This is an optimization exercise on Yosys and OpenROAD, whose aim is small area and a short achievable clock period, not a production implementation.
The RTL was checked by simulation tests, not by an equivalence proof against the original design.
Power is estimated from default activity; no workload was simulated.

`flow/flow/polarity.py`:
```
#!/usr/bin/env python3
"""Inverter removal for a flat sky130hd gate netlist written by Yosys.

Full adders are self-dual: fa(~a, ~b, ~c) = (~sum, ~cout).  Synthesis leaves
many inverters between full adders (and between flip-flops and full adders)
because it chose the adders' polarity locally.  This pass chooses, for every
full adder, whether it computes the true or the complemented signals, so as to
need as few inverters as possible.  Two-input AND-of-literal gates (nor2,
nor2b, and2) are re-typed to take whichever polarity of an input is at hand.
Every other cell input, every flip-flop and every port keeps its exact logic
value, so the netlist stays equivalent to the input, register for register.

usage: polarity.py IN.v OUT.v
"""
import re
import sys
from collections import defaultdict

P = 'sky130_fd_sc_hd__'
OUTPINS = {'X', 'Y', 'Q', 'SUM', 'COUT', 'HI', 'LO'}
AREA = {'inv_1': 3.7536, 'nor2_1': 3.7536, 'nor2b_1': 6.256, 'and2_1': 6.256}


def parse(text):
    m = re.search(r'^module .*?;\n', text, re.M | re.S)
    head_end = m.end()
    body = text[head_end:]
    decl_lines = []
    cells = []
    pos = 0
    inst_re = re.compile(r'\s*(\S+)\s+(\S+|\\\S+ )\s*\((.*?)\);\n', re.S)
    lines = body.split('\n')
    # declarations: lines starting with input/output/wire; instances after
    i = 0
    while i < len(lines) and re.match(r'\s*(input|output|wire|inout)\b', lines[i]) or (i < len(lines) and lines[i].strip() == ''):
        decl_lines.append(lines[i])
        i += 1
    rest = '\n'.join(lines[i:])
    endm = rest.rindex('endmodule')
    inst_text = rest[:endm]
    for m in re.finditer(r'(\S+)\s+(\\\S+ |\S+)\s*\((.*?)\);', inst_text, re.S):
        typ, name, conns = m.group(1), m.group(2), m.group(3)
        pins = []
        for pm in re.finditer(r'\.(\w+)\(((?:\\\S+ |[^()])*)\)', conns):
            pins.append((pm.group(1), pm.group(2).strip()))
        cells.append({'type': typ, 'name': name, 'pins': pins})
    leftover = re.sub(r'(\S+)\s+(\\\S+ |\S+)\s*\((.*?)\);', '', inst_text, flags=re.S).strip()
    if leftover:
        raise SystemExit('unparsed netlist text: ' + leftover[:200])
    return text[:head_end], decl_lines, cells


def key(net):
    return net.strip()


def main():
    src, dst = sys.argv[1], sys.argv[2]
    text = open(src).read()
    head, decls, cells = parse(text)

    driver = {}
    loads = defaultdict(list)
    for ci, c in enumerate(cells):
        for p, n in c['pins']:
            if p in OUTPINS:
                driver[key(n)] = (ci, p)
            else:
                loads[key(n)].append((ci, p))

    def is_inv(ci):
        return cells[ci]['type'] == P + 'inv_1'

    def pin(ci, name):
        for p, n in cells[ci]['pins']:
            if p == name:
                return key(n)
        return None

    # base signal and inversion of every net
    base = {}

    def resolve(n):
        if n in base:
            return base[n]
        d = driver.get(n)
        if d is not None and is_inv(d[0]):
            b, v = resolve(pin(d[0], 'A'))
            base[n] = (b, v ^ 1)
        else:
            base[n] = (n, 0)
        return base[n]

    fas = [ci for ci, c in enumerate(cells) if c['type'].startswith(P + 'fa_')]
    fa_index = {ci: k for k, ci in enumerate(fas)}
    andlits = {P + 'nor2_1': {'A': 1, 'B': 1}, P + 'nor2b_1': {'A': 1, 'B_N': 0},
               P + 'and2_1': {'A': 0, 'B': 0}}

    # every non-inverter load pin: (cell, pin, base signal, needed inversion)
    uses = []
    for ci, c in enumerate(cells):
        if is_inv(ci):
            continue
        for p, n in c['pins']:
            if p in OUTPINS:
                continue
            k = key(n)
            if k in ('', "1'b0", "1'b1") or k.startswith("1'"):
                uses.append((ci, p, None, 0))
                continue
            b, v = resolve(k)
            if c['type'] in andlits:
                # literal polarity inside the AND: needed value = signal ^ (pin is inverting)
                v = v ^ andlits[c['type']][p]
            uses.append((ci, p, b, v))
    # output ports read nets directly: inverters that drive ports must stay
    port_nets = set()
    for dl in decls:
        m = re.match(r'\s*output\s+(\[(\d+):(\d+)\]\s+)?(\S+);', dl)
        if m:
            if m.group(1):
                for i in range(int(m.group(3)), int(m.group(2)) + 1):
                    port_nets.add('%s[%d]' % (m.group(4), i))
            else:
                port_nets.add(m.group(4))
    for pn in port_nets:
        if pn in driver:
            b, v = resolve(pn)
            uses.append((None, pn, b, v))

    flip = [0] * len(fas)

    def phys(b):
        d = driver.get(b)
        if d is not None and d[0] in fa_index:
            return flip[fa_index[d[0]]]
        return 0

    def cost():
        need = set()
        area = 0.0
        groups = defaultdict(list)
        for ci, p, b, v in uses:
            if b is None:
                continue
            if ci is not None and ci in fa_index:
                v ^= flip[fa_index[ci]]
            if ci is not None and cells[ci]['type'] in andlits:
                groups[ci].append((p, b, v))
                continue
            if v != phys(b):
                need.add(b)
        for ci, lits in groups.items():
            # choose per literal the polarity at hand; count the cell area
            npos = 0
            for p, b, v in lits:
                # literal wants value sig^v ... v is the required inversion of
                # the base signal inside the AND; 1 means the AND uses ~base
                have = phys(b)
                # if the physical net is the complement of base, the literal
                # ~base is available uninverted
                lit_neg = v ^ have  # 1: gate pin must invert its input
                npos += (lit_neg == 0)
            area += {0: AREA['nor2_1'], 1: AREA['nor2b_1'], 2: AREA['and2_1']}[npos]
        return len(need) * AREA['inv_1'] + area

    import random
    rng = random.Random(1)
    start = cost()

    def greedy():
        best = cost()
        improved = True
        while improved:
            improved = False
            for k in range(len(fas)):
                flip[k] ^= 1
                c = cost()
                if c < best - 1e-9:
                    best = c
                    improved = True
                else:
                    flip[k] ^= 1
        return best

    best = greedy()
    best_flip = list(flip)
    # annealing from the greedy result
    cur = best
    T = 4.0
    for it in range(int(sys.argv[3]) if len(sys.argv) > 3 else 20000):
        k = rng.randrange(len(fas))
        flip[k] ^= 1
        c = cost()
        if c <= cur or rng.random() < pow(2.718, (cur - c) / T):
            cur = c
            if c < best - 1e-9:
                best = c
                best_flip = list(flip)
        else:
            flip[k] ^= 1
        T = max(0.05, T * 0.9997)
    flip[:] = best_flip
    best = greedy()
    sys.stderr.write('polarity: cost %.1f -> %.1f um2 (%d of %d full adders flipped)\n'
                     % (start, best, sum(flip), len(fas)))

    # rebuild the netlist
    inv_net = {}
    new_wires = []
    new_cells = []

    def inverted(b):
        if b not in inv_net:
            n = '_pol%04d_' % len(inv_net)
            inv_net[b] = n
            new_wires.append(n)
            new_cells.append({'type': P + 'inv_1', 'name': '_polinv%04d_' % (len(inv_net) - 1),
                              'pins': [('A', b), ('Y', n)]})
        return inv_net[b]

    def netfor(b, v):
        return b if v == phys(b) else inverted(b)

    use_of = {}
    for ci, p, b, v in uses:
        use_of[(ci, p)] = (b, v)
    out_cells = []
    keep_inv = set()
    # inverters driving output ports directly are kept only if still needed
    for ci, c in enumerate(cells):
        if is_inv(ci):
            continue
        nc = {'type': c['type'], 'name': c['name'], 'pins': []}
        if c['type'] in andlits:
            lits = []
            for p, n in c['pins']:
                if p in OUTPINS:
                    continue
                b, v = use_of[(ci, p)]
                lits.append((b, v))
            outnet = [n for p, n in c['pins'] if p in OUTPINS][0]
            pos = []
            neg = []
            for b, v in lits:
                if b is None:
                    raise SystemExit('constant on AND gate')
                if v ^ phys(b):
                    neg.append(b)
                else:
                    pos.append(b)
            if len(pos) == 0:
                nc['type'] = P + 'nor2_1'
                nc['pins'] = [('A', neg[0]), ('B', neg[1]), ('Y', outnet)]
            elif len(pos) == 1:
                nc['type'] = P + 'nor2b_1'
                nc['pins'] = [('A', neg[0]), ('B_N', pos[0]), ('Y', outnet)]
            else:
                nc['type'] = P + 'and2_1'
                nc['pins'] = [('A', pos[0]), ('B', pos[1]), ('X', outnet)]
            out_cells.append(nc)
            continue
        for p, n in c['pins']:
            if p in OUTPINS or (ci, p) not in use_of or use_of[(ci, p)][0] is None:
                nc['pins'].append((p, n))
                continue
            b, v = use_of[(ci, p)]
            if ci in fa_index:
                v ^= flip[fa_index[ci]]
            nc['pins'].append((p, netfor(b, v)))
        out_cells.append(nc)
    # output ports: drive each port net with the right polarity
    for pn in sorted(port_nets):
        d = driver.get(pn)
        if d is None:
            continue
        if is_inv(d[0]):
            b, v = base[pn]
            src_net = netfor(b, v ^ 1)
            # port net must carry base^v: invert a net carrying base^(v^1)
            out_cells.append({'type': P + 'inv_1', 'name': cells[d[0]]['name'],
                              'pins': [('A', src_net), ('Y', pn)]})
        else:
            b, v = base[pn]
            if v != 0 or phys(b) != 0:
                raise SystemExit('port %s driven by a flipped cell' % pn)
    out_cells += new_cells

    lines = [head.rstrip('\n')]
    lines += [d for d in decls if d.strip()]
    for w in new_wires:
        lines.append('  wire %s;' % w)
    for c in out_cells:
        lines.append('  %s %s (' % (c['type'], c['name']))
        lines.append(',\n'.join('    .%s(%s)' % (p, n + ' ' if n.startswith('\\') else n) for p, n in c['pins']))
        lines.append('  );')
    lines.append('endmodule')
    open(dst, 'w').write('\n'.join(lines) + '\n')
    n_inv_before = sum(1 for c in cells if c['type'] == P + 'inv_1')
    n_inv_after = sum(1 for c in out_cells if c['type'] == P + 'inv_1')
    sys.stderr.write('polarity: inverters %d -> %d\n' % (n_inv_before, n_inv_after))


if __name__ == '__main__':
    main()
```
`flow/design.v`:
```
module fir_filter (
   input  logic               clk,
   input  logic               rst,
   input  logic signed [15:0] inp,
   output logic signed [39:0] outp
);
   localparam logic [23:0] G_RESET = 24'hFF8000;    
   localparam logic [23:0] G_CONST = 24'hEF0001;
   logic signed [15:0] line [15];
   logic        [23:0] ysum;        
   logic        [16:0] dsum;        
   logic signed [16:0] d;
   logic        [23:0] gs, gc;
   logic        [23:0] ys, yc;
   logic signed [23:0] y;
   logic               ysg;     
   logic        [23:0] c23;     
   logic        [3:0]  cnt;     
   logic               v12;     
   logic        [23:0] xo, do16, nlo, gk;
   logic        [23:0] gs1, gc1, gs2, gc2, gs3, gc3;
   logic        [23:0] ys1, yc1, ys2, yc2, ys3, yc3;
   always_comb begin
      xo   = {8'd0, ~inp[15], inp[14:0]};                      
      do16 = {3'd0, ~d[16], d[15:0], 4'd0};                    
      nlo  = {8'd0, line[14][15], ~line[14][14:0]};           
      gk   = G_CONST;
      gs1 = gs ^ gc ^ do16;
      gc1 = ((gs & gc) | (gs & do16) | (gc & do16)) << 1;
      gs2 = gs1 ^ gc1 ^ nlo;
      gc2 = (((gs1 & gc1) | (gs1 & nlo) | (gc1 & nlo)) << 1) | (gk & 24'd1);
      gs3 = gs2 ^ gc2 ^ (xo | (gk & ~24'd1)) ;
      gc3 = ((gs2 & gc2) | (gs2 & (xo | (gk & ~24'd1))) | (gc2 & (xo | (gk & ~24'd1)))) << 1;
      ys1 = ys ^ yc ^ gs;
      yc1 = ((ys & yc) | (ys & gs) | (yc & gs)) << 1;
      ys2 = ys1 ^ yc1 ^ gc;
      yc2 = ((ys1 & yc1) | (ys1 & gc) | (yc1 & gc)) << 1;
      ys3 = ys2 ^ yc2 ^ xo;
      yc3 = ((ys2 & yc2) | (ys2 & xo) | (yc2 & xo)) << 1;
   end
   always_ff @(posedge clk) begin
      line[0] <= inp;
      for (int k = 1; k < 13; k++) line[k] <= line[k-1];
      if (rst) begin
         line[13] <= 16'sd0;
         line[14] <= 16'sd0;
         d        <= 17'sd0;
         gs       <= G_RESET;
         gc       <= 24'd0;
         ys       <= 24'd0;
         yc       <= 24'd0;
         y        <= 24'sd0;
         ysg      <= 1'b0;
         cnt      <= 4'd0;
         v12      <= 1'b0;
      end else begin
         line[13] <= v12 ? line[12] : 16'sd0;
         line[14] <= line[13];
         d        <= dsum;
         gs       <= gs3;
         gc       <= gc3;
         ys       <= ys3;
         yc       <= yc3;
         y        <= ysum;
         ysg      <= ys[23] ^ yc[23] ^ c23[23];
         if (cnt != 4'd15) cnt <= cnt + 4'd1;
         v12      <= (cnt >= 4'd12);
      end
   end
   add_pp #(.W(24)) u_ysum (.a(ys), .b(yc), .ci(1'b0), .s(ysum));
   add_pp #(.W(17)) u_dsum (.a({line[14][15], line[14]}), .b(~{line[13][15], line[13]}), .ci(1'b1), .s(dsum));
   assign c23  = {1'b0, ys[22:0]} + {1'b0, yc[22:0]};
   assign outp = {{8{ysg}}, {9{y[23]}}, y[22:0]};
endmodule
module add_pp #(
   parameter int W = 24
) (
   input  logic [W-1:0] a,
   input  logic [W-1:0] b,
   input  logic         ci,
   output logic [W-1:0] s
);
   localparam int L = (W > 16) ? 5 : (W > 8) ? 4 : (W > 4) ? 3 : 2;    
   logic [W-1:0] p, g;
   logic [W-1:0] gp [L+1];
   logic [W-1:0] pp [L+1];
   always_comb begin
      p = a ^ b;
      g = a & b;
      gp[0] = g;
      pp[0] = p;
      gp[0][0] = g[0] | (p[0] & ci);
      for (int l = 0; l < L; l++) begin
         gp[l+1] = gp[l];
         pp[l+1] = pp[l];
         for (int i = 0; i < W; i++) begin
            if (((i >> l) & 1) == 1) begin
               gp[l+1][i] = gp[l][i] | (pp[l][i] & gp[l][((i >> l) << l) - 1]);
               pp[l+1][i] = pp[l][i] & pp[l][((i >> l) << l) - 1];
            end
         end
      end
      s[0] = p[0] ^ ci;
      for (int i = 1; i < W; i++) s[i] = p[i] ^ gp[L][i-1];
   end
endmodule
```
`flow/flow/cparebuild.py`:
```
#!/usr/bin/env python3
"""Rebuild the two carry-propagate adders of fir_filter as Sklansky adders.

The output register y takes ys + yc and the register d takes
line[14] - line[13] (17 bits, sign-extended), both cleared by rst.  The
register ysg, a second copy of y[23], gets the same sum bit as y[23].  Synthesis
maps these adders with slow complex gates; this pass removes the logic cone
between those registers (cells used only by the cone) and puts in its place a
parallel-prefix adder built from xor2 / and2 / a21o cells, followed by the
reset gate.  Registers, ports and all other logic are untouched; the result is
checked for equivalence by the flow before it is used.

usage: cparebuild.py IN.v OUT.v
"""
import re
import sys
from collections import defaultdict
sys.path.insert(0, __import__('os').path.dirname(__file__))
from polarity import parse, P, OUTPINS

src, dst = sys.argv[1], sys.argv[2]
head, decls, cells = parse(open(src).read())

driver = {}
loads = defaultdict(list)
for ci, c in enumerate(cells):
    for p, n in c['pins']:
        n = n.strip()
        if p in OUTPINS:
            driver[n] = ci
        else:
            loads[n].append(ci)

flop = {}   # (name, index) -> cell index
for ci, c in enumerate(cells):
    if c['type'].startswith(P + 'dfxtp'):
        m = re.match(r'\\(\w+)((?:\[\d+\])*)\$', c['name'].strip())
        if m:
            idx = tuple(int(x) for x in re.findall(r'\d+', m.group(2)))
            flop[(m.group(1),) + idx] = ci


def fpin(key, pin):
    return dict((p, n.strip()) for p, n in cells[flop[key]]['pins'])[pin]


new_cells = []
new_wires = []
cnt = [0]


def gate(typ, ins, outpin):
    n = '_cpa%04d_' % cnt[0]
    new_wires.append(n)
    new_cells.append({'type': P + typ, 'name': '_cpag%04d_' % cnt[0],
                      'pins': ins + [(outpin, n)]})
    cnt[0] += 1
    return n


def adder2(a, b, binv, ci):
    W = len(a)
    p, g = [], []
    for i in range(W):
        if b[i] is None:
            p.append(a[i]); g.append(None)
        elif binv:
            p.append(gate('xnor2_1', [('A', a[i]), ('B', b[i])], 'Y'))
            g.append(gate('nor2b_1', [('A', b[i]), ('B_N', a[i])], 'Y'))
        else:
            p.append(gate('xor2_1', [('A', a[i]), ('B', b[i])], 'X'))
            g.append(gate('and2_1', [('A', a[i]), ('B', b[i])], 'X'))
    G, Pp = list(g), list(p)
    if ci:
        if b[0] is None:
            raise SystemExit('carry-in with constant b0 not handled')
        G[0] = gate('nand2b_1', [('A_N', a[0]), ('B', b[0])], 'Y') if binv else \
            gate('or2_1', [('A', a[0]), ('B', b[0])], 'X')
    L = 0
    while (1 << L) < W:
        L += 1
    # which (level, bit) propagate terms are needed: P[l][j] for low blocks is
    # never needed (only G of the low block); P of the high block is needed
    for l in range(L):
        NG, NP = list(G), list(Pp)
        for i in range(W):
            if (i >> l) & 1:
                j = ((i >> l) << l) - 1
                gh, ph, glo = G[i], Pp[i], G[j]
                if glo is None:
                    NG[i] = gh
                elif gh is None:
                    NG[i] = gate('and2_1', [('A', ph), ('B', glo)], 'X')
                else:
                    NG[i] = gate('a21o_1', [('A1', ph), ('A2', glo), ('B1', gh)], 'X')
                # group propagate needed only if bit i merges again later as a
                # high block, i.e. some higher level l2 has bit l2 of i set
                if any((i >> l2) & 1 for l2 in range(l + 1, L)):
                    NP[i] = gate('and2_1', [('A', ph), ('B', Pp[j])], 'X')
                else:
                    NP[i] = None
        G, Pp = NG, NP
    sums = []
    for i in range(W):
        if i == 0:
            sums.append(gate('inv_1', [('A', p[0])], 'Y') if ci else p[0])
        elif G[i - 1] is None:
            sums.append(p[i])
        else:
            sums.append(gate('xor2_1', [('A', p[i]), ('B', G[i - 1])], 'X'))
    return sums


rst = 'rst'
targets = []
# y = ys + yc
ya = [fpin(('ys', i), 'Q') for i in range(24)]
yb = [fpin(('yc', i), 'Q') if ('yc', i) in flop else None for i in range(24)]
yd = [fpin(('y', i), 'D') for i in range(24)]
# d = line[14] - line[13], 17 bits
da = [fpin(('line', 14, min(i, 15)), 'Q') for i in range(17)]
db = [fpin(('line', 13, min(i, 15)), 'Q') for i in range(17)]
dd = [fpin(('d', i), 'D') for i in range(17)]
# ysg, if the design has it, is a second copy of y[23]
sg = [fpin(('ysg',), 'D')] if ('ysg',) in flop else []

# cone between the target D nets and the source Q nets / ports
stop = set(ya) | set(x for x in yb if x) | set(da) | set(db) | {rst}
cone = set()
stack = [driver[n] for n in yd + dd + sg]
while stack:
    ci = stack.pop()
    if ci in cone or cells[ci]['type'].startswith(P + 'dfxtp'):
        continue
    cone.add(ci)
    for p, n in cells[ci]['pins']:
        n = n.strip()
        if p not in OUTPINS and n not in stop and n in driver:
            stack.append(driver[n])
# keep cone cells that also feed logic outside the cone
targets_d = set(yd + dd + sg)
changed = True
while changed:
    changed = False
    for ci in list(cone):
        for p, n in cells[ci]['pins']:
            n = n.strip()
            if p in OUTPINS:
                if any(l not in cone for l in loads[n]) and n not in targets_d:
                    cone.discard(ci)
                    changed = True
                    break
sys.stderr.write('cparebuild: removing %d cells\n' % len(cone))

ysum = adder2(ya, yb, False, 0)
dsum = adder2(da, db, True, 1)
# reset gates drive the original D nets
for s, dn in list(zip(ysum, yd)) + list(zip(dsum, dd)) + [(ysum[23], n) for n in sg]:
    new_cells.append({'type': P + 'nor2b_1', 'name': '_cpag%04d_' % cnt[0],
                      'pins': [('A', rst), ('B_N', s), ('Y', dn)]})
    cnt[0] += 1

out = [c for ci, c in enumerate(cells) if ci not in cone] + new_cells
sys.stderr.write('cparebuild: adding %d cells\n' % len(new_cells))
lines = [head.rstrip('\n')] + [d for d in decls if d.strip()] + ['  wire %s;' % w for w in new_wires]
for c in out:
    lines.append('  %s %s (' % (c['type'], c['name']))
    lines.append(',\n'.join('    .%s(%s)' % (p, n + ' ' if n.startswith('\\') else n) for p, n in c['pins']))
    lines.append('  );')
lines.append('endmodule')
open(dst, 'w').write('\n'.join(lines) + '\n')
```
`flow/config.mk`:
```
export PLATFORM = sky130hd
export DESIGN_NAME = fir_filter
export DESIGN_NICKNAME = fir_filter
export VERILOG_FILES = /design/flow/design.v
export SDC_FILE = /design/flow/constraint.sdc
export NUM_CORES = 4
export LEC_CHECK = 0
export CAP_MARGIN = 20
export CORE_MARGIN = 2
export CORE_UTILIZATION = 55
export CTS_BUF_LIST = sky130_fd_sc_hd__clkbuf_16
export CTS_CLUSTER_DIAMETER = 80
export CTS_CLUSTER_SIZE = 24
export SETUP_SLACK_MARGIN = 3.85
export SLEW_MARGIN = 20
```
`flow/flow/faconv.py`:
```
#!/usr/bin/env python3
"""Split the full adders of carry-propagate adders into discrete gates.

A full adder with two inputs straight from flip-flops or ports and the third
from logic (a carry) sits on the carry path of a
carry-propagate adder.  The sky130 full-adder cell is slow from that input,
so each such cell becomes ha(a, b) -> (p, g), sum = xor2(p, c) and
carry = a21o(p, c, g), which compute the same two outputs.

usage: faconv.py IN.v OUT.v
"""
import sys
sys.path.insert(0, __import__('os').path.dirname(__file__))
from polarity import parse, P, OUTPINS

src, dst = sys.argv[1], sys.argv[2]
head, decls, cells = parse(open(src).read())
driver = {}
for ci, c in enumerate(cells):
    for p, n in c['pins']:
        if p in OUTPINS:
            driver[n.strip()] = ci


def base_type(n):
    seen = 0
    while n in driver and cells[driver[n]]['type'] == P + 'inv_1' and seen < 10:
        n = dict(cells[driver[n]]['pins'])['A'].strip()
        seen += 1
    if n not in driver:
        return 'port'
    return cells[driver[n]]['type'][len(P):]


out = []
new_wires = []
k = 0
for c in cells:
    if c['type'].startswith(P + 'fa_'):
        pins = dict((p, n.strip()) for p, n in c['pins'])
        kinds = [base_type(pins[x]) for x in ('A', 'B', 'CIN')]
        seq = [t.startswith('dfxtp') or t == 'port' for t in kinds]
        if sum(seq) == 2:
            ci = [x for x, s in zip(('A', 'B', 'CIN'), seq) if not s][0]
            ab = [pins[x] for x, s in zip(('A', 'B', 'CIN'), seq) if s]
            cn = pins[ci]
            pn, gn = '_fap%03d_' % k, '_fag%03d_' % k
            new_wires += [pn, gn]
            nm = c['name'].strip()
            out.append({'type': P + 'ha_1', 'name': '%s_h' % nm.lstrip('\\'),
                        'pins': [('A', ab[0]), ('B', ab[1]), ('COUT', gn), ('SUM', pn)]})
            if 'SUM' in pins:
                out.append({'type': P + 'xor2_1', 'name': '%s_s' % nm.lstrip('\\'),
                            'pins': [('A', pn), ('B', cn), ('X', pins['SUM'])]})
            if 'COUT' in pins:
                out.append({'type': P + 'a21o_1', 'name': '%s_c' % nm.lstrip('\\'),
                            'pins': [('A1', pn), ('A2', cn), ('B1', gn), ('X', pins['COUT'])]})
            k += 1
            continue
    out.append(c)
sys.stderr.write('faconv: %d full adders split\n' % k)
lines = [head.rstrip('\n')] + [d for d in decls if d.strip()] + ['  wire %s;' % w for w in new_wires]
for c in out:
    lines.append('  %s %s (' % (c['type'], c['name']))
    lines.append(',\n'.join('    .%s(%s)' % (p, n + ' ' if n.startswith('\\') else n) for p, n in c['pins']))
    lines.append('  );')
lines.append('endmodule')
open(dst, 'w').write('\n'.join(lines) + '\n')
```
`flow/flow/eq.ys`:
```
# Equivalence of the netlist before and after flow/polarity.py, registers paired by name.
read_liberty -ignore_miss_func -overwrite -setattr liberty_cell LIBFILE
read_verilog before.v
rename fir_filter gold
read_verilog after_renamed.v
rename fir_filter gate
hierarchy -check
flatten
opt_clean
equiv_make gold gate eq
hierarchy -top eq
equiv_simple -seq 1
equiv_induct
equiv_status -assert
```
`flow/constraint.sdc`:
```
create_clock -name core_clock -period 6.0 [get_ports {clk}]
set_input_delay 1.2000 -clock core_clock [delete_from_list [all_inputs] [get_ports {clk}]]
set_output_delay 1.2000 -clock core_clock [all_outputs]
set_load 0.01 [all_outputs]
```
`flow/standard.sh`:
```
#!/bin/bash
# synth_recipe.tcl (not shown) runs the flow's synth.tcl, then flattens the netlist and writes it again
# the make line also repeats each setting of config.mk as NAME=value (left out here)
make -C /OpenROAD-flow-scripts/flow DESIGN_CONFIG=/design/flow/config.mk WORK_HOME=/design/flow/orfs CLKGATE_MAP_FILE= SYNTH_SCRIPT=/design/flow/synth_recipe.tcl "${@:-finish}"
```
`flow/flow/run.sh`:
```
#!/bin/bash
# The standard layout with three changes:
#  - the netlist from the standard synthesis gets an inverter-removal pass
#    (flow/polarity.py) and has the full adders on carry-propagate paths split
#    into faster gates (flow/faconv.py), and its two carry-propagate adders
#    rebuilt as parallel-prefix adders (flow/cparebuild.py) before
#    floorplanning; registers and
#    ports are untouched, and the result is kept only if Yosys proves it
#    equivalent to the standard netlist
#  - the ports get plain buffers (buf_2) instead of delay cells
#  - timing repair may resize cells across footprints
set -e
R=orfs/results/sky130hd/fir_filter/base
VARS=(MATCH_CELL_FOOTPRINT=0 "BUFFER_PORTS_ARGS=-buffer_cell sky130_fd_sc_hd__buf_2")
bash standard.sh "${VARS[@]}" synth > synth.log 2>&1
cp $R/1_2_yosys.v before.v
python3 flow/polarity.py before.v pol.v 20000 > polarity.log 2>&1
python3 flow/faconv.py pol.v fa.v >> polarity.log 2>&1
python3 flow/cparebuild.py fa.v after.v >> polarity.log 2>&1
# internal nets of the two netlists must not pair by name: the pass flips some
sed -E 's/\b(_[0-9]{4}_)/\1g/g; s/\b(_pol[0-9]{4}_)/\1g/g; s/\\(dsum|ysum|c23)\[/\\\1g[/g' after.v > after_renamed.v
sed "s#LIBFILE#$FLOW_HOME/platforms/sky130hd/lib/sky130_fd_sc_hd__tt_025C_1v80.lib#" flow/eq.ys > eq.ys
YOSYS=$(command -v yosys || echo /OpenROAD-flow-scripts/tools/install/yosys/bin/yosys)
if "$YOSYS" -q -l eq.log eq.ys > eq_stdout.log 2>&1; then
  echo "equivalence proven, using the pass" >> polarity.log
  cp after.v $R/1_2_yosys.v
  rm -f $R/1_synth.odb $R/1_synth.sdc
else
  echo "equivalence NOT proven, keeping the standard netlist" >> polarity.log
fi
bash standard.sh "${VARS[@]}" finish > standard.log 2>&1
```
==> results of run 1 <==
==> flip-flops by register name, summed over array words and instances (netlist names) <==
name / cells
d: 17
y: 24
ysg: 1
v12: 1
gc: 23
ys: 24
cnt: 4
yc: 23
gs: 24
line: 240
==> timing repair <==
action                                  CTS  global route
endpoints found under the setup margin  134           135
setup buffers                             1             0
pin swaps                                 1             8
resized for setup                        21            35
==> final timing paths <==
kind	startpoint	to
min	line[4][3]$_DFF_P_	line[5][3]$_DFF_P_
max	y[23]$_SDFF_PP0_	outp[31]
max reg2reg	gs[15]$_SDFF_PP1_	gs[15]$_SDFF_PP1_
min reg2reg	line[4][3]$_DFF_P_	line[5][3]$_DFF_P_
==> per-layer routing <==
layer	wire length [µm]	share of wire [%]
met5	0	0
met4	363	1.9
met3	389	2.0
met2	8400	44
met1	9910	52
==> layout make-up <==
| type | instances | area share [%] |
|---|---|---|
| well taps | 324 | 2.76 |
| repair buffers | 59 | 2.40 |
| flip-flops and latches | 381 | 52.2 |
| clock buffers | 21 | 3.58 |
| inverters | 32 | 0.818 |
| clock inverters | 5 | 0.256 |
| multi-input cells | 566 | 38.0 |
==> power by group <==
part / total, mW / switching (mW) / internal (mW)
Combinational: 2.55 / 1.16 / 1.39
Clock: 1.40 / 0.758 / 0.638
Sequential: 3.25 / 0.298 / 2.96
Total: 7.19 / 2.21 / 4.98
==> metrics.md, run 1 <==
| Metric | Value |
|---|---|
| Routed WL | 19.1 mm |
| Max_cap viols | 0 |
| # rows | 57 |
| TritonCTS buffer count | 20 |
| Buffers & Inverters on Critical Path | 1 |
| Total power | 7.19 mW |
| CTS Hold Bufs | 0 |
| CP Depth | 1 |
| Power density cells | 490 nW/µm² |
| Clk Tree Root Cell | clkbuf_16 |
| GRT Total Usage | 15.9% |
| Worst Max-Slew Pin Slew | 0.659 ns |
| Yosys Warn Count | 8 |
| First-pass GRT wire length | 32.9 mm |
| CTS tree | done |
| CP Data Arrival Time | 1.03 ns |
| RSZ-0062 raised after global routing | yes |
| Post-route cell area | 14700 µm² |
| CP Capture Type | output port |
| Cells along the critical path | buf_2 |
| Fmax achieved | between 400 and 500 MHz |
| Setup_tns | 0 ns |
| Worst hold path depth | 0 |
| Clock transition at the registers of the reported paths | 0.09 ns |
| Met1 GRT Util | 23.9% |
| GR Util met2 | between 20% and 30% |
| Maximum buffer depth of the clock tree | 3 |
| Routing usage on met3 | 2.26% |
| Placed instance area | ~14000 µm² |
| Critical-path top delay cell | dfxtp_4 |
| Layout Cells excl Fill | 1388 |
| Most common cell after layout, fill and taps aside | dfxtp_1 |
| Syn-to-layout area delta | 9.58% |
| Core area | 24100 µm² |
| Via Count | 6247 |
| Number of I/O port buffers | 57 |
| Final setup viols | 0 |
| Initial Util | 55.6% |
| H-Tree Depth | 1 |
| Run status | no timing/DRC/antenna violations |
| Antenna violations before repair | 0 |
| GRT busiest layer | met2 |
| Via/cell ratio | roughly 4.5 |
| Minimum clock period | roughly 2.2 ns |
| Post-synth net total | 1170 |
| Residual DRC count | 0 |
| Tcrit/Tclk final | 37.1% |
| Startpoint types | flip-flop |
| Insertion delay to the later sink of the worst-skew pair | 0.52 ns |
| Most frequent cells in the layout | dfxtp_1 (360), nor2b_1 (149), fa_1 (102) |
| Placer Congestion | 0.730 |
| Multi-input gate area | 5580 µm² |
| Minimum hold slack | 0.310 ns |
| R2r worst-path depth | 4 |
| I/O pin count | 58 |
| Hold Violations, Final | 0 |
| FF/Latch Area | 7660 µm² |
| Grt ovf | 0 |
| Mapped Avg Cell Area | 13.2 µm² |
| Kind of critical path | reg -> out |
| Dpl ws | slightly below 3 ns |
| Clk sinks | 381 |
| Iteration count of the initial detailed-routing pass | 4 |
| Vias in the first global route | 6518 |
| Proportion of layout cells with a drive suffix above 1 | 11.9% |
| Layout Utilization | 60.9% |
| Worst Slack Setup Final | 3.77 ns |
| Die area | around 26000 µm² |
| Worst reg-to-reg setup slack | 3.83 ns |
| Slew Limit Fails | 0 |
| Slew HR | 55.9% |
| Die width | 160 µm |
| Synth Instances | 1015 |
| VDD IR-drop max | around 0.33 mV |
| Post-DP HPWL | between 10 and 15 mm |
| Largest net degree at the start of global routing | 95 |
| Hold/Removal Path Class | reg -> reg |
| Clock Skews | 0.0177 ns |
| Crit path max-delay family | flip-flops |
| Ant diodes | 0 |
| Static leakage | between 6 and 7 nW |
| Synth Cell Area | 13400 µm² |
| Largest stage delay, worst path | 0.38 ns |
| Inst Count DP | 1361 |
| Nets | roughly 1200 |
| Post-DRT Antenna Nets | 0 |
| WP data required | 4.80 ns |
| Drt wl/cell | 13.7 µm |
| Fill count | a little under 2000 |
| Die Y-Extent | 160 µm |
| Crit-path max FO | 9 |
| DRT iter0 DRCs | between 200 and 300 |
==> inputs of run 2 (changes only) <==
--- a/flow/config.mk
+++ b/flow/config.mk
@@ -9,7 +9,7 @@
 export CORE_MARGIN = 2
 export CORE_UTILIZATION = 55
 export CTS_BUF_LIST = sky130_fd_sc_hd__clkbuf_16
-export CTS_CLUSTER_DIAMETER = 80
-export CTS_CLUSTER_SIZE = 24
+export CTS_CLUSTER_DIAMETER = 100
+export CTS_CLUSTER_SIZE = 30
 export SETUP_SLACK_MARGIN = 3.85
 export SLEW_MARGIN = 20
==> run 2 against run 1 <==
Compared with the run above:
- combinational power about the same
- synthesized cell count did not move
- die area unchanged
- final cell count fell by 0.36%
- global-route usage down 0.20 points
==> metrics.md, run 2 <==
| Metric | Value |
|---|---|
| Run status | no timing/DRC/antenna violations |
| Die Y-Extent | around 160 µm |
| Nets | between 1000 and 1500 |
| Yosys Warn Count | 8 |
| # rows | 57 |
| Clk Tree Root Cell | clkbuf_16 |
| Mapped Avg Cell Area | around 13 µm² |
| RSZ-0062 raised after global routing | yes |
| Startpoint types | flip-flop |
| Syn-to-layout area delta | 8.54% |
| Max_cap viols | 0 |
| Worst hold path depth | 0 |
| Drt wl/cell | 13.7 µm |
| Max reg flops | 240 |
| Antenna violations before repair | 0 |
| Most frequent cells in the layout | dfxtp_1 (360), nor2b_1 (149), fa_1 (102) |
| I/O pin count | 58 |
| Power density cells | 483 nW/µm² |
| Fmax achieved | 448 MHz |
| Post-DRT Antenna Nets | 0 |
| Tcrit/Tclk final | 37.2% |
| Buffers & Inverters on Critical Path | 1 |
| DRT iter0 DRCs | 299 |
| Kind of critical path | reg -> out |
| Post-DP HPWL | 13.4 mm |
| R2r worst-path depth | 4 |
| Reg with most FFs | line |
| Static leakage | 6.68 nW |
| Slew HR | 56.2% |
| CTS tree | done |
| Slew Limit Fails | 0 |
| Crit-path max FO | 9 |
| Insertion delay to the later sink of the worst-skew pair | around 0.51 ns |
| GRT Total Usage | 15.7% |
| Ant diodes | 0 |
| CP Depth | 1 |
| CP Data Arrival Time | 1.03 ns |
| TritonCTS buffer count | 16 |
| Clock Skews | 0.0184 ns |
| Synth Cell Area | 13400 µm² |
| Setup_tns | 0 ns |
| Die width | 160 µm |
| Hold/Removal Path Class | reg -> reg |
| Cells along the critical path | buf_2 |
| Initial Util | 55.6% |
| Iteration count of the initial detailed-routing pass | 4 |
| Placer Congestion | between 0.7 and 0.8 |
| Critical-path top delay cell | dfxtp_4 |
| Vias in the first global route | 6468 |
| Number of I/O port buffers | 57 |
| Grt ovf | 0 |
| Largest net degree at the start of global routing | 95 |
| Clk sinks | around 380 |
| Final setup viols | 0 |
| Die area | between 20000 and 30000 µm² |
| H-Tree Depth | 1 |
| Worst reg-to-reg setup slack | 3.88 ns |
| Proportion of layout cells with a drive suffix above 1 | 11.0% |
| WP data required | 4.80 ns |
| CP Capture Type | output port |
| Minimum clock period | 2.23 ns |
| Reg2reg start | gs[15]$_SDFF_PP1_ |
| Synth Instances | about 1000 |
| Maximum buffer depth of the clock tree | 3 |
| R2R Path End | gs[15]$_SDFF_PP1_ |
| Residual DRC count | 0 |
| Fill count | 1996 |
| Hold Violations, Final | 0 |
| Worst Slack Setup Final | 3.77 ns |
| Routed WL | 19.0 mm |
| Post-synth net total | 1170 |
| Min-Delay Endpoint | line[8][2]$_DFF_P_ |
| Core area | about 24000 µm² |
| Largest stage delay, worst path | around 0.4 ns |
| Dpl ws | 2.96 ns |
| Via/cell ratio | 4.48 |
| Most common cell after layout, fill and taps aside | dfxtp_1 |
| Worst Max-Slew Pin Slew | 0.654 ns |
| Crit path max-delay family | flip-flops |
| Min-delay src | line[7][2]$_DFF_P_ |
| First-pass GRT wire length | ~33 mm |
| CTS Hold Bufs | 0 |
| VDD IR-drop max | 0.335 mV |
| Via Count | 6199 |
| Clock transition at the registers of the reported paths | roughly 0.11 ns |
-- run 2: worst reg2reg max path: stages (launching register included) --
cell,delay [ns]
dfxtp_4,0.37
fa_1,0.47
fa_1,0.51
fa_1,0.40
or2_2,0.27
-- run 2: cell type report --
class                   count  area (µm²)  area share [%]
well taps                 324         405            2.79
inverters                  32         120           0.826
multi-input cells         566        5550            38.2
clock buffers              17         425            2.93
clock inverters             3        16.3           0.112
repair buffers             60         359            2.47
flip-flops and latches    381        7660            52.7
-- run 2: repair_timing --
item	CTS	global route
pin swaps	1	5
endpoints found under the setup margin	133	134
buffers inserted	1	1
resized for setup	19	33
-- run 2: worst max-delay path by stage --
stage                     start                end  slack, ns
4_1_cts        y[23]$_SDFF_PP0_           outp[31]       3.74
6_report       y[23]$_SDFF_PP0_           outp[31]       3.77
2_1_floorplan               rst  gc[10]$_SDFF_PP0_       3.80
5_1_grt        y[23]$_SDFF_PP0_           outp[28]       3.71
3_5_place_dp                rst   d[13]$_SDFF_PP0_       2.96
3_3_place_gp                rst  gs[20]$_SDFF_PP1_       2.97
-- run 2: per-stage QoR --
step / power [mW] / utilization, % / std cells / instance area (µm²) / hold slack, ns
2_1_floorplan: 5.19 / - / 1015 / 13400 / 0.310
3_3_place_gp: 5.74 / 57.7 / 1361 / 13900 / 0.309
3_5_place_dp: 5.78 / 57.7 / 1361 / 13900 / 0.312
4_1_cts: 7.09 / 59.8 / 1382 / 14400 / 0.328
5_1_grt: 7.71 / 60.3 / 1383 / 14500 / 0.332
6_report: 7.02 / 60.3 / 1383 / 14500 / 0.326
-- run 2: where the power goes --
group / internal, mW / switching (mW)
clock network: 0.516 / 0.723
registers: 2.95 / 0.297
logic: 1.37 / 1.15
total: 4.84 / 2.17
-- run 2: layer usage --
layer	share of wire [%]	track usage, %	vias to the layer above
met5	0	0	-
met4	1.6	3.24	0
met3	2.2	2.18	20
met2	44	24.5	43
met1	52	23.6	2946
li1	-	-	3190
==> inputs of run 3 (changes only) <==
--- a/flow/config.mk
+++ b/flow/config.mk
@@ -7,7 +7,7 @@
 export LEC_CHECK = 0
 export CAP_MARGIN = 20
 export CORE_MARGIN = 2
-export CORE_UTILIZATION = 55
+export CORE_UTILIZATION = 65
 export CTS_BUF_LIST = sky130_fd_sc_hd__clkbuf_16
 export CTS_CLUSTER_DIAMETER = 100
 export CTS_CLUSTER_SIZE = 30
==> run 3 against run 2 <==
Compared with the run above:
- non-clock buffer count grew 2
- die area down 15%
- global-route usage up 2.7 points
==> metrics.md, run 3 <==
| Metric | Value |
|---|---|
| Synth Cell Area | 13400 µm² |
| CP Data Arrival Time | 1.03 ns |
| Clk Tree Root Cell | clkbuf_16 |
| Worst Slack Setup Final | 3.77 ns |
| Post-DRT Antenna Nets | 0 |
| Iteration count of the initial detailed-routing pass | 4 |
| Minimum clock period | 2.23 ns |
| Clk sinks | 381 |
| FF/Latch Area | 7660 µm² |
| Syn-to-layout area delta | 8.04% |
| Startpoint types | flip-flop |
| Crit-path max FO | 8 |
| Crit path max-delay family | flip-flops |
| First-pass GRT wire length | 32.0 mm |
| Proportion of layout cells with a drive suffix above 1 | 10.8% |
| Setup_tns | 0 ns |
| Residual DRC count | 0 |
| Most common cell after layout, fill and taps aside | dfxtp_1 |
| Internal | about 4.9 mW |
| Die area | 21800 µm² |
| Vias in the first global route | around 6500 |
| Slew Limit Fails | 0 |
| Multi-input gate area | 5520 µm² |
| Number of I/O port buffers | 57 |
| Reg with most FFs | line |
| GRT Total Usage | 18.4% |
| Hold/Removal Path Class | reg -> reg |
| Static leakage | 6.68 nW |
| Via/cell ratio | 4.76 |
| Drt wl/cell | 14.4 µm |
| VDD IR-drop max | just over 0.4 mV |
| Grt ovf | 0 |
| Nets | between 1000 and 1500 |
| Share of power burned in registers | 46.2% |
| Mapped Avg Cell Area | 13.2 µm² |
| Post-DP HPWL | 13.3 mm |
| Max_cap viols | 0 |
| Ant diodes | 0 |
| Tcrit/Tclk final | 37.1% |
| Initial Util | between 60% and 70% |
| Placer Congestion | roughly 0.78 |
| Final setup viols | 0 |
| Comb power frac | between 30% and 40% |
| Most frequent cells in the layout | dfxtp_1 (358), nor2b_1 (149), fa_1 (104) |
| CTS Hold Bufs | 0 |
| Via Count | between 6000 and 7000 |
| Fmax achieved | roughly 450 MHz |
| Cells along the critical path | buf_2 |
| # rows | 52 |
| Sw Share | 31.0% |
| Maximum buffer depth of the clock tree | 3 |
| Insertion delay to the later sink of the worst-skew pair | roughly 0.5 ns |
| Dpl ws | 3.04 ns |
| DRT iter0 DRCs | 226 |
| Routed WL | 19.2 mm |
| Critical-path top delay cell | dfxtp_4 |
| Antenna violations before repair | 0 |
| Slew HR | 49.3% |
| H-Tree Depth | 1 |
| I/O pin count | 58 |
| Worst Max-Slew Pin Slew | roughly 0.76 ns |
| Core area | slightly above 20000 µm² |
| Clock Skews | about 0.023 ns |
| Die Y-Extent | 148 µm |
| Post-synth net total | about 1200 |
| Clock transition at the registers of the reported paths | 0.11 ns |
| CTS tree | done |
| Switching pwr | approximately 2.2 mW |
| Max reg flops | 240 |
| Yosys Warn Count | 8 |
| Die width | about 150 µm |
| RSZ-0062 raised after global routing | yes |
| Largest stage delay, worst path | 0.38 ns |
| Run status | no timing/DRC/antenna violations |
| Hold Violations, Final | 0 |
| Clock power share | 17.5% |
| Synth Instances | 1015 |
| Fill count | between 1000 and 1500 |
| Kind of critical path | reg -> out |
| Largest net degree at the start of global routing | 90 |
| WP data required | between 4 and 5 ns |
| Power density cells | 488 nW/µm² |
| CP Capture Type | output port |
| TritonCTS buffer count | 16 |
| Layout Utilization | 71.5% |
| Buffers & Inverters on Critical Path | 1 |
==> run 3: power by group through the flow <==
stage               clock network (mW)  logic, mW  registers, mW
CTS                               1.27       2.59           3.26
floorplan                            0       1.92           3.27
detailed placement                   0       2.47           3.30
global route                      1.35       3.01           3.32
finish                            1.23       2.56           3.26
global placement                     0       2.39           3.29
==> run 3: through the flow <==
step	cells	hold slack [ns]	area, µm²	total power [mW]
6_report	1330	0.326	14500	7.06
5_1_grt	1330	0.336	14500	7.69
4_1_cts	1326	0.330	14300	7.12
3_5_place_dp	1307	0.312	13800	5.77
3_3_place_gp	1307	0.310	13800	5.68
2_1_floorplan	1015	0.310	13400	5.19
==> run 3: per-layer routing <==
| metal | vias up | global-route usage (%) | share of wire [%] |
|---|---|---|---|
| met5 | - | 0 | 0 |
| met4 | 0 | 3.94 | 2.1 |
| li1 | 3204 | - | - |
| met3 | 32 | 2.56 | 2.4 |
| met1 | 3046 | 26.3 | 49 |
| met2 | 48 | 30.3 | 46 |
==> run 3: worst paths after layout <==
path	startpoint	end	slack, ns	cells after the start
max	ysg$_SDFF_PP0_	outp[39]	3.77	1
min	line[3][10]$_DFF_P_	line[4][10]$_DFF_P_	0.33	0
max reg2reg	gc[15]$_SDFF_PP0_	gs[15]$_SDFF_PP1_	3.82	4
min reg2reg	line[3][10]$_DFF_P_	line[4][10]$_DFF_P_	0.33	0
==> run 3: cell type report <==
| cell class | instances | share of cell area [%] |
|---|---|---|
| clock buffers | 17 | 2.94 |
| repair buffers | 62 | 2.73 |
| well taps | 270 | 2.33 |
| clock inverters | 2 | 0.0865 |
| flip-flops and latches | 381 | 53.0 |
| inverters | 32 | 0.830 |
| multi-input cells | 566 | 38.1 |
==> run 3: worst reg2reg max path: cells and delay by family, from the launching register on <==
| family | cells | cell delay (ns) |
|---|---|---|
| adders and majority gates | 3 | 1.49 |
| DFF | 1 | 0.37 |
| and+or+nand+nor | 1 | 0.23 |
==> run 3: timing repair <==
item                       CTS  global route
gates resized for setup     23            27
setup endpoints to repair  109            58
buffers inserted             0             4
pin swaps                    0             6
gates cloned                 0             0
==> inputs of run 4 (changes only) <==
--- a/flow/design.v
+++ b/flow/design.v
@@ -14,6 +14,7 @@
    logic        [23:0] ys, yc;
    logic signed [23:0] y;
    logic               ysg;     
+   logic               ysg2;    
    logic        [23:0] c23;     
    logic        [3:0]  cnt;     
    logic               v12;     
@@ -51,6 +52,7 @@
          yc       <= 24'd0;
          y        <= 24'sd0;
          ysg      <= 1'b0;
+         ysg2     <= 1'b0;
          cnt      <= 4'd0;
          v12      <= 1'b0;
       end else begin
@@ -63,6 +65,7 @@
          yc       <= yc3;
          y        <= ysum;
          ysg      <= ys[23] ^ yc[23] ^ c23[23];
+         ysg2     <= ys[23] ^ yc[23] ^ (ys[22:0] > ~yc[22:0]);    
          if (cnt != 4'd15) cnt <= cnt + 4'd1;
          v12      <= (cnt >= 4'd12);
       end
@@ -70,7 +73,7 @@
    add_pp #(.W(24)) u_ysum (.a(ys), .b(yc), .ci(1'b0), .s(ysum));
    add_pp #(.W(17)) u_dsum (.a({line[14][15], line[14]}), .b(~{line[13][15], line[13]}), .ci(1'b1), .s(dsum));
    assign c23  = {1'b0, ys[22:0]} + {1'b0, yc[22:0]};
-   assign outp = {{8{ysg}}, {9{y[23]}}, y[22:0]};
+   assign outp = {{6{ysg2}}, {5{ysg}}, {6{y[23]}}, y[22:0]};
 endmodule
 module add_pp #(
    parameter int W = 24
--- a/flow/flow/cparebuild.py
+++ b/flow/flow/cparebuild.py
@@ -3,7 +3,7 @@
 
 The output register y takes ys + yc and the register d takes
 line[14] - line[13] (17 bits, sign-extended), both cleared by rst.  The
-register ysg, a second copy of y[23], gets the same sum bit as y[23].  Synthesis
+registers ysg, ysg2 (copies of y[23]) get the same sum bit as y[23].  Synthesis
 maps these adders with slow complex gates; this pass removes the logic cone
 between those registers (cells used only by the cone) and puts in its place a
 parallel-prefix adder built from xor2 / and2 / a21o cells, followed by the
@@ -121,8 +121,8 @@
 da = [fpin(('line', 14, min(i, 15)), 'Q') for i in range(17)]
 db = [fpin(('line', 13, min(i, 15)), 'Q') for i in range(17)]
 dd = [fpin(('d', i), 'D') for i in range(17)]
-# ysg, if the design has it, is a second copy of y[23]
-sg = [fpin(('ysg',), 'D')] if ('ysg',) in flop else []
+# ysg, ysg2, ... if the design has them, are more copies of y[23]
+sg = [fpin(k, 'D') for k in sorted(flop) if len(k) == 1 and k[0].startswith('ysg')]
 
 # cone between the target D nets and the source Q nets / ports
 stop = set(ya) | set(x for x in yb if x) | set(da) | set(db) | {rst}
--- a/flow/config.mk
+++ b/flow/config.mk
@@ -7,9 +7,9 @@
 export LEC_CHECK = 0
 export CAP_MARGIN = 20
 export CORE_MARGIN = 2
-export CORE_UTILIZATION = 65
+export CORE_UTILIZATION = 55
 export CTS_BUF_LIST = sky130_fd_sc_hd__clkbuf_16
-export CTS_CLUSTER_DIAMETER = 100
-export CTS_CLUSTER_SIZE = 30
+export CTS_CLUSTER_DIAMETER = 80
+export CTS_CLUSTER_SIZE = 24
 export SETUP_SLACK_MARGIN = 3.85
 export SLEW_MARGIN = 20
==> run 4 against run 3 <==
Compared with the run above:
- hold slack worse by 0.0071 ns
- combinational power about the same
- still clean
- area after synthesis rose by 0.17%
- die area up 18%
- critical path type unchanged
- first-iteration DRC count rose by 13%
- clock-buffer cell count increased by 3
==> metrics.md, run 4 <==
| Metric | Value |
|---|---|
| Run status | no timing/DRC/antenna violations |
| I/O pin count | 58 |
| First-pass GRT wire length | 32.2 mm |
| Yosys Warn Count | 8 |
| Nets | roughly 1200 |
| Min-delay src | line[11][8]$_DFF_P_ |
| Drt wl/cell | ~14 µm |
| Largest stage delay, worst path | 0.36 ns |
| Fmax achieved | 452 MHz |
| Crit path max-delay family | flip-flops |
| Static leakage | 6.78 nW |
| Placer Congestion | between 0.7 and 0.8 |
| DRT iter0 DRCs | 255 |
| Core area | 24100 µm² |
| # rows | 57 |
| Internal | 5.06 mW |
| Critical-path top delay cell | dfxtp_4 |
| Power density cells | roughly 490 nW/µm² |
| Maximum buffer depth of the clock tree | 3 |
| Iteration count of the initial detailed-routing pass | 4 |
| Most frequent cells in the layout | dfxtp_1 (340), nor2b_1 (149), fa_1 (100) |
| CP Capture Type | output port |
| Die width | between 150 and 200 µm |
| Synth Cell Area | around 13000 µm² |
| Hold Violations, Final | 0 |
| Critical Path Start | y[23]$_SDFF_PP0_ |
| GRT Total Usage | between 10% and 20% |
| Ant diodes | 0 |
| Startpoint types | flip-flop |
| RSZ-0062 raised after global routing | yes |
| Slew HR | 51.5% |
| Reg with most FFs | line |
| Kind of critical path | reg -> out |
| Grt ovf | 0 |
| Post-DP HPWL | 13.5 mm |
| Largest net degree at the start of global routing | 159 |
| Die area | 25700 µm² |
| Switching pwr | 2.21 mW |
| Comb power frac | 35.3% |
| TritonCTS buffer count | 20 |
| Worst Max-Slew Pin Slew | between 0.7 and 0.8 ns |
| Via Count | 6384 |
| CP Data Arrival Time | 1.01 ns |
| Slew Limit Fails | 0 |
| Sw Share | 30.4% |
| Die Y-Extent | 160 µm |
| Max_cap viols | 0 |
| Clock transition at the registers of the reported paths | 0.10 ns |
| Post-DRT Antenna Nets | 0 |
| VDD IR-drop max | 0.330 mV |
| Syn-to-layout area delta | 10.2% |
| H-Tree Depth | 1 |
| Routed WL | roughly 19 mm |
| Final setup viols | 0 |
| Vias in the first global route | between 6000 and 7000 |
| Tcrit/Tclk final | between 30% and 40% |
| Most common cell after layout, fill and taps aside | dfxtp_1 |
| Number of I/O port buffers | between 50 and 60 |
| Crit-path max FO | 6 |
| Mapped Avg Cell Area | about 13 µm² |
| Initial Util | between 50 and 60% |
| Max reg flops | 240 |
| Antenna violations before repair | 1 |
| Clk sinks | ~380 |
| Via/cell ratio | 4.58 |
| Synth Instances | 1016 |
| Worst reg-to-reg setup slack | roughly 3.9 ns |
| Post-synth net total | roughly 1200 |
| Residual DRC count | 0 |
| Share of power burned in registers | 45.1% |
| Hold/Removal Path Class | reg -> reg |
| Insertion delay to the later sink of the worst-skew pair | around 0.53 ns |
| WP data required | between 4 and 5 ns |
| CTS tree | done |
| Buffers & Inverters on Critical Path | 1 |
| Clock Skews | around 0.020 ns |
| Placed instance area | 14000 µm² |
| Cells along the critical path | buf_2 |
| Reg2reg start | gc[15]$_SDFF_PP0_ |
| Proportion of layout cells with a drive suffix above 1 | 13.7% |
| Clk Tree Root Cell | clkbuf_16 |
| Clock power share | about a fifth |
| Minimum clock period | 2.21 ns |
| Setup_tns | 0 ns |
| Post-route cell area | 14800 µm² |
run 4: worst register-to-register path, cell delays in order, from the launching register on:
cell and delay, ns:
dfxtp_2 0.34, fa_1 0.57, fa_1 0.45, fa_1 0.46, or2_4 0.23
run 4: metrics by stage:
| step | utilization (%) | power (mW) | hold WS [ns] | setup slack (ns) | std cells |
|---|---|---|---|---|---|
| floorplan | - | 5.30 | 0.310 | 3.86 | 1016 |
| global placement | 57.8 | 5.81 | 0.310 | 3.16 | 1363 |
| detailed placement | 57.9 | 5.87 | 0.312 | 3.51 | 1364 |
| CTS | 60.6 | 7.36 | 0.319 | 3.77 | 1391 |
| global route | 61.3 | 7.98 | 0.324 | 3.74 | 1394 |
| finish | 61.3 | 7.26 | 0.319 | 3.79 | 1394 |
run 4: area by class of cell:
type / instances / area (µm²)
Clock buffer: 20 / 500
Clock inverter: 6 / 73.8
Fill cell: 1981 / 9320
Inverter: 32 / 120
Multi-Input combinational cell: 567 / 5540
Sequential cell: 382 / 7720
Tap cell: 324 / 405
Timing Repair Buffer: 63 / 415
run 4: per-layer routing:
| metal | global-route usage [%] | wire length [µm] | vias up | part of all wire, % |
|---|---|---|---|---|
| met4 | 4.38 | 476 | 0 | 2.5 |
| met1 | 22.4 | 9270 | 3059 | 49 |
| met2 | 25.3 | 8790 | 65 | 46 |
| met3 | 2.16 | 537 | 28 | 2.8 |
| li1 | - | - | 3232 | - |
| met5 | 0 | 0 | - | 0 |
run 4: repair_timing:
action | 4_1_cts | 5_1_grt
hold buffers | 0 | 0
setup buffers | 1 | 3
endpoints found under the hold margin | 0 | 0
resized for setup | 22 | 57
pin swaps | 10 | 40
endpoints found under the setup margin | 61 | 79
run 4: path summary, 6_finish.rpt:
| path | endpoint | depth (start not counted) |
|---|---|---|
| worst max-delay path | outp[27] | 1 |
| worst min-delay path | line[12][8]$_DFF_P_ | 0 |
| worst max register to register | gs[15]$_SDFF_PP1_ | 4 |
| worst min register to register | line[12][8]$_DFF_P_ | 0 |
run 4: power groups by stage:
| stage | Clock [mW] | Combinational [mW] | Sequential (mW) |
|---|---|---|---|
| finish | 1.43 | 2.56 | 3.27 |
| global placement | 0 | 2.52 | 3.29 |
| floorplan | 0 | 2.03 | 3.27 |
| global route | 1.57 | 3.07 | 3.33 |
| CTS | 1.49 | 2.62 | 3.25 |
| detailed placement | 0 | 2.57 | 3.30 |
==> inputs of run 5 (changes only) <==
--- a/flow/config.mk
+++ b/flow/config.mk
@@ -11,5 +11,5 @@
 export CTS_BUF_LIST = sky130_fd_sc_hd__clkbuf_16
 export CTS_CLUSTER_DIAMETER = 80
 export CTS_CLUSTER_SIZE = 24
-export SETUP_SLACK_MARGIN = 3.85
+export SETUP_SLACK_MARGIN = 3.95
 export SLEW_MARGIN = 20
==> run 5 against run 4 <==
Compared with the run above:
- still clean
- hold slack gained 0.00071 ns
- fmax is essentially flat
- final cell count grew 0.43%
- utilization grew 0.47 points
- die area is the same
- combinational power grew 2%
- critical path depth is the same
==> metrics.md, run 5 <==
| Metric | Value |
|---|---|
| Yosys Warn Count | 8 |
| Crit path max-delay family | flip-flops |
| Drt wl/cell | 13.1 µm |
| Largest net degree at the start of global routing | 62 |
| Static leakage | 6.79 nW |
| Run status | no timing/DRC/antenna violations |
| Maximum buffer depth of the clock tree | 3 |
| Ant diodes | 0 |
| Core area | 24100 µm² |
| WP data required | ~4.8 ns |
| Most common cell after layout, fill and taps aside | dfxtp_1 |
| Placer Congestion | 0.789 |
| Die Y-Extent | 160 µm |
| CTS tree | done |
| Die area | 25700 µm² |
| Clock Skews | 0.0189 ns |
| Residual DRC count | 0 |
| Insertion delay to the later sink of the worst-skew pair | 0.53 ns |
| Most frequent cells in the layout | dfxtp_1 (325), nor2b_1 (149), fa_1 (84) |
| Inst Count DP | 1364 |
| Power density cells | between 400 and 500 nW/µm² |
| Grt ovf | 0 |
| Layout Cells excl Fill | 1400 |
| Via/cell ratio | 4.57 |
| CTS Hold Bufs | 0 |
| Final setup viols | 0 |
| Clk Tree Root Cell | clkbuf_16 |
| Nets | ~1200 |
| Kind of critical path | reg -> out |
| Crit-path max FO | 5 |
| Initial Util | 55.7% |
| Slew Limit Fails | 0 |
| Mapped Avg Cell Area | about 13 µm² |
| Synth Cell Area | 13400 µm² |
| Antenna violations before repair | 1 |
| GRT Total Usage | 15.3% |
| Fmax achieved | 452 MHz |
| DRT iter0 DRCs | 198 |
| Setup_tns | 0 ns |
| Number of I/O port buffers | 57 |
| Worst Max-Slew Pin Slew | 0.614 ns |
| Post-synth net total | 1171 |
| Clock transition at the registers of the reported paths | 0.09 ns |
| Clk sinks | 382 |
| Reg with most FFs | line |
| Routed WL | around 18 mm |
| # rows | 57 |
| RSZ-0062 raised after global routing | yes |
| Slew HR | 58.9% |
| Critical-path top delay cell | dfxtp_4 |
| Post-DRT Antenna Nets | 0 |
| CP Capture Type | output port |
| Die width | approximately 160 µm |
| Startpoint types | flip-flop |
| Total power | 7.35 mW |
| Max reg flops | 240 |
| VDD IR-drop max | 0.341 mV |
| Largest stage delay, worst path | roughly 0.37 ns |
| Iteration count of the initial detailed-routing pass | 4 |
| Minimum clock period | 2.21 ns |
| Cells along the critical path | buf_2 |
| First-pass GRT wire length | ~32 mm |
| TritonCTS buffer count | 20 |
| Post-DP HPWL | 13.2 mm |
| Tcrit/Tclk final | 36.8% |
| Synth Instances | 1016 |
| Proportion of layout cells with a drive suffix above 1 | 17.3% |
| Max_cap viols | 0 |
| Minimum hold slack | 0.320 ns |
| Hold/Removal Path Class | reg -> reg |
| H-Tree Depth | 1 |
| Hold Violations, Final | 0 |
| CP Data Arrival Time | 1.01 ns |
| Syn-to-layout area delta | 11.0% |
| I/O pin count | 58 |
| Buffers & Inverters on Critical Path | 1 |
| Via Count | 6404 |
| Vias in the first global route | 6491 |
-- run 5: through the flow --
step	instance area (µm²)	setup slack [ns]	utilization [%]
finish	14900	3.79	61.8
global route	14900	3.74	61.8
CTS	14700	3.77	61.1
detailed placement	13900	3.25	57.8
global placement	13900	3.25	57.8
floorplan	13400	3.90	-
-- run 5: cell type report --
class | count | area, µm²
fill | 2006 | 9210
sequential | 382 | 7740
multi-input combinational | 567 | 5590
clock buffer | 20 | 500
timing repair buffer | 68 | 434
tap | 324 | 405
inverter | 32 | 120
clock inverter | 7 | 104
-- run 5: final timing paths --
| check | start | end | slack [ns] | cells past startpoint |
|---|---|---|---|---|
| worst max-delay path | ysg$_SDFF_PP0_ | outp[29] | 3.79 | 1 |
| worst min-delay path | line[5][5]$_DFF_P_ | line[6][5]$_DFF_P_ | 0.32 | 0 |
| worst max register to register | d[11]$_SDFF_PP0_ | gs[15]$_SDFF_PP1_ | 3.84 | 4 |
| worst min register to register | line[5][5]$_DFF_P_ | line[6][5]$_DFF_P_ | 0.32 | 0 |
-- run 5: power breakdown --
part	switching, mW	internal [mW]
Sequential	0.286	2.99
Combinational	1.17	1.45
Clock	0.761	0.699
-- run 5: metal layers --
layer / part of all wire, % / track usage [%] / wire [µm]
met1: 50 / 22.1 / 9140
met2: 45 / 24.5 / 8330
met3: 2.6 / 2.36 / 484
met4: 2.3 / 3.64 / 422
met5: 0 / 0 / 0
-- run 5: repair_timing --
action / CTS / global route
pin swaps: 43 / 28
resized for setup: 63 / 50
setup buffers: 7 / 2
setup endpoints to repair: 105 / 98
==> inputs of run 6 (changes only) <==
--- a/flow/config.mk
+++ b/flow/config.mk
@@ -11,5 +11,5 @@
 export CTS_BUF_LIST = sky130_fd_sc_hd__clkbuf_16
 export CTS_CLUSTER_DIAMETER = 80
 export CTS_CLUSTER_SIZE = 24
-export SETUP_SLACK_MARGIN = 3.95
+export SETUP_SLACK_MARGIN = 3.9
 export SLEW_MARGIN = 20
==> run 6 against run 5 <==
Compared with the run above:
- die area stayed put
- design area is 0.55% higher
- setup slack worse by 0.018 ns
- critical path depth stayed put
- power is 0.54% higher
- area after synthesis stayed put
- clock-buffer cell count stayed put
- largest cell class unchanged
- largest power group unchanged
- highest routed layer unchanged
==> metrics.md, run 6 <==
| Metric | Value |
|---|---|
| Run status | no timing/DRC/antenna violations |
| Die width | 160 µm |
| # rows | 57 |
| Drt wl/cell | around 13 µm |
| Residual DRC count | 0 |
| Final setup viols | 0 |
| Tcrit/Tclk final | between 30% and 40% |
| Fmax achieved | roughly 450 MHz |
| TritonCTS buffer count | 20 |
| Clock transition at the registers of the reported paths | approximately 0.10 ns |
| Comb power frac | 36.7% |
| CTS Hold Bufs | 0 |
| Sw Share | 30.6% |
| Die area | 25700 µm² |
| Buffers & Inverters on Critical Path | 1 |
| Layout Cells excl Fill | 1398 |
| Mapped Avg Cell Area | between 10 and 15 µm² |
| Critical-path top delay cell | dfxtp_4 |
| Grt ovf | 0 |
| CP Capture Type | output port |
| Core area | 24100 µm² |
| Kind of critical path | reg -> out |
| Setup_tns | 0 ns |
| Worst Max-Slew Pin Slew | 0.698 ns |
| Inst Count DP | 1363 |
| Nets | 1225 |
| Clock Skews | 0.0243 ns |
| Fill count | 1980 |
| Synth Cell Area | 13400 µm² |
| Post-synth net total | approximately 1200 |
| Synth Instances | 1016 |
| Hold Violations, Final | 0 |
| Largest net degree at the start of global routing | 160 |
| Initial Util | 55.7% |
| Syn-to-layout area delta | 11.6% |
| Maximum buffer depth of the clock tree | 3 |
| VDD IR-drop max | 0.296 mV |
| Post-DRT Antenna Nets | 0 |
| Slew Limit Fails | 0 |
| Proportion of layout cells with a drive suffix above 1 | 16.7% |
| Iteration count of the initial detailed-routing pass | 3 |
| Share of power burned in registers | 44.6% |
| Static leakage | just under 7 nW |
| Clk Tree Root Cell | clkbuf_16 |
| Hold/Removal Path Class | reg -> reg |
| Via Count | 6379 |
| Yosys Warn Count | 8 |
| Startpoint types | flip-flop |
| Clock power share | between 10% and 20% |
| H-Tree Depth | 1 |
| RSZ-0062 raised after global routing | yes |
| Vias in the first global route | 6659 |
| Reg with most FFs | line |
| Max reg flops | 240 |
| I/O pin count | 58 |
| DRT iter0 DRCs | 283 |
| Clk sinks | 382 |
| Slew HR | 53.5% |
| First-pass GRT wire length | roughly 33 mm |
| Most frequent cells in the layout | dfxtp_1 (332), nor2b_1 (149), fa_1 (87) |
| Cells along the critical path | buf_6 |
| Crit path max-delay family | flip-flops |
| Antenna violations before repair | 0 |
| Power density cells | 494 nW/µm² |
| Crit-path max FO | 6 |
| Largest stage delay, worst path | 0.40 ns |
| Ant diodes | 0 |
| Worst reg-to-reg setup slack | 3.86 ns |
| Insertion delay to the later sink of the worst-skew pair | ~0.53 ns |
| Number of I/O port buffers | 57 |
| Post-DP HPWL | 13.0 mm |
| CP Data Arrival Time | 1.03 ns |
| Minimum clock period | 2.23 ns |
| Via/cell ratio | 4.56 |
| Most common cell after layout, fill and taps aside | dfxtp_1 |
| Internal | 5.13 mW |
| Placer Congestion | 0.762 |
| Die Y-Extent | 160 µm |
| WP data required | 4.80 ns |
| Max_cap viols | 0 |
| Routed WL | 18.8 mm |
| Switching pwr | about 2.3 mW |
| CTS tree | done |
| GRT Total Usage | 15.7% |
run 6: repair_timing:
item / 4_1_cts / 5_1_grt
resized for setup: 71 / 56
setup endpoints to repair: 90 / 88
setup buffers: 6 / 3
pin swaps: 39 / 30
run 6: path summary, 6_finish.rpt:
| check | start | to | cells after the start |
|---|---|---|---|
| max | ysg2$_SDFF_PP0_ | outp[35] | 1 |
| min | line[11][3]$_DFF_P_ | line[12][3]$_DFF_P_ | 0 |
| max reg2reg | yc[10]$_SDFF_PP0_ | ys[10]$_SDFF_PP0_ | 4 |
| min reg2reg | line[11][3]$_DFF_P_ | line[12][3]$_DFF_P_ | 0 |
run 6: power groups by stage:
stage | Sequential [mW] | Combinational [mW] | Clock, mW
floorplan | 3.27 | 2.04 | 0
global placement | 3.29 | 2.53 | 0
detailed placement | 3.30 | 2.59 | 0
CTS | 3.27 | 2.71 | 1.45
global route | 3.36 | 3.23 | 1.53
finish | 3.30 | 2.71 | 1.39
run 6: final cells by class:
type / instances / area (µm²) / share of cell area, %
multi-input combinational: 567 / 5630 / 37.6
sequential: 382 / 7740 / 51.7
inverter: 32 / 120 / 0.802
clock inverter: 6 / 51.3 / 0.343
tap: 324 / 405 / 2.71
timing repair buffer: 67 / 534 / 3.57
clock buffer: 20 / 500 / 3.34
run 6: per-layer routing:
layer / GRT usage [%] / wire [µm]
met1: 22.2 / 9340
met2: 25.5 / 8610
met3: 2.21 / 455
met4: 4.46 / 437
met5: 0 / 0
run 6: metrics by stage:
stage                     area [µm²]  utilization, %  total power [mW]  worst slack (ns)  hold WS (ns)
after floorplan                13400               -              5.31              3.90         0.310
after global placement         13900            57.8              5.82              3.13         0.311
after detailed placement       13900            57.8              5.89              3.06         0.312
after CTS                      14700            61.2              7.43              3.74         0.319
after global routing           15000            62.1              8.12              3.72         0.316
final                          15000            62.1              7.39              3.77         0.316

## re-timing with driven ports
How much do the figures lean on ideal ports? The routed layouts below were timed once more, with nothing changed but the port constraints. Step 1 sets driving cells, clkbuf_16 on the clock port and buf_2 on the other inputs (assumed; they add their load-dependent delay and slew). Step 2, shift: input delay + t, output delay - t, t = (earliest + latest rising clock arrival at the registers) / 2. This alone moves slack from input paths to output paths. a / b / c = ideal ports / drivers / drivers and shift; a / b = the first two.
| run | shift t [ns] | setup WS [ns] | clock arrival spread, ns | worst slew at a driven data input, ns |
|---|---|---|---|---|
| run 1 | 0.553 | 3.775 / 3.729 / 3.490 | 0.023 / 0.023 | 0.04 |
| run 2 | 0.545 | 3.768 / 3.723 / 3.484 | 0.020 / 0.020 | 0.05 |
| run 3 | 0.549 | 3.773 / 3.725 / 3.445 | 0.024 / 0.024 | 0.04 |
| run 4 | 0.573 | 3.788 / 3.738 / 3.763 | 0.022 / 0.022 | 0.03 |
| run 5 | 0.562 | 3.789 / 3.743 / 3.530 | 0.020 / 0.021 | 0.03 |
| run 6 | 0.573 | 3.771 / 3.721 / 3.572 | 0.027 / 0.027 | 0.03 |
After both steps setup and hold are still met in every run listed. The setup slack of run 3, which loses most, moves by -0.048 ns with the drivers and by -0.328 ns with both steps.
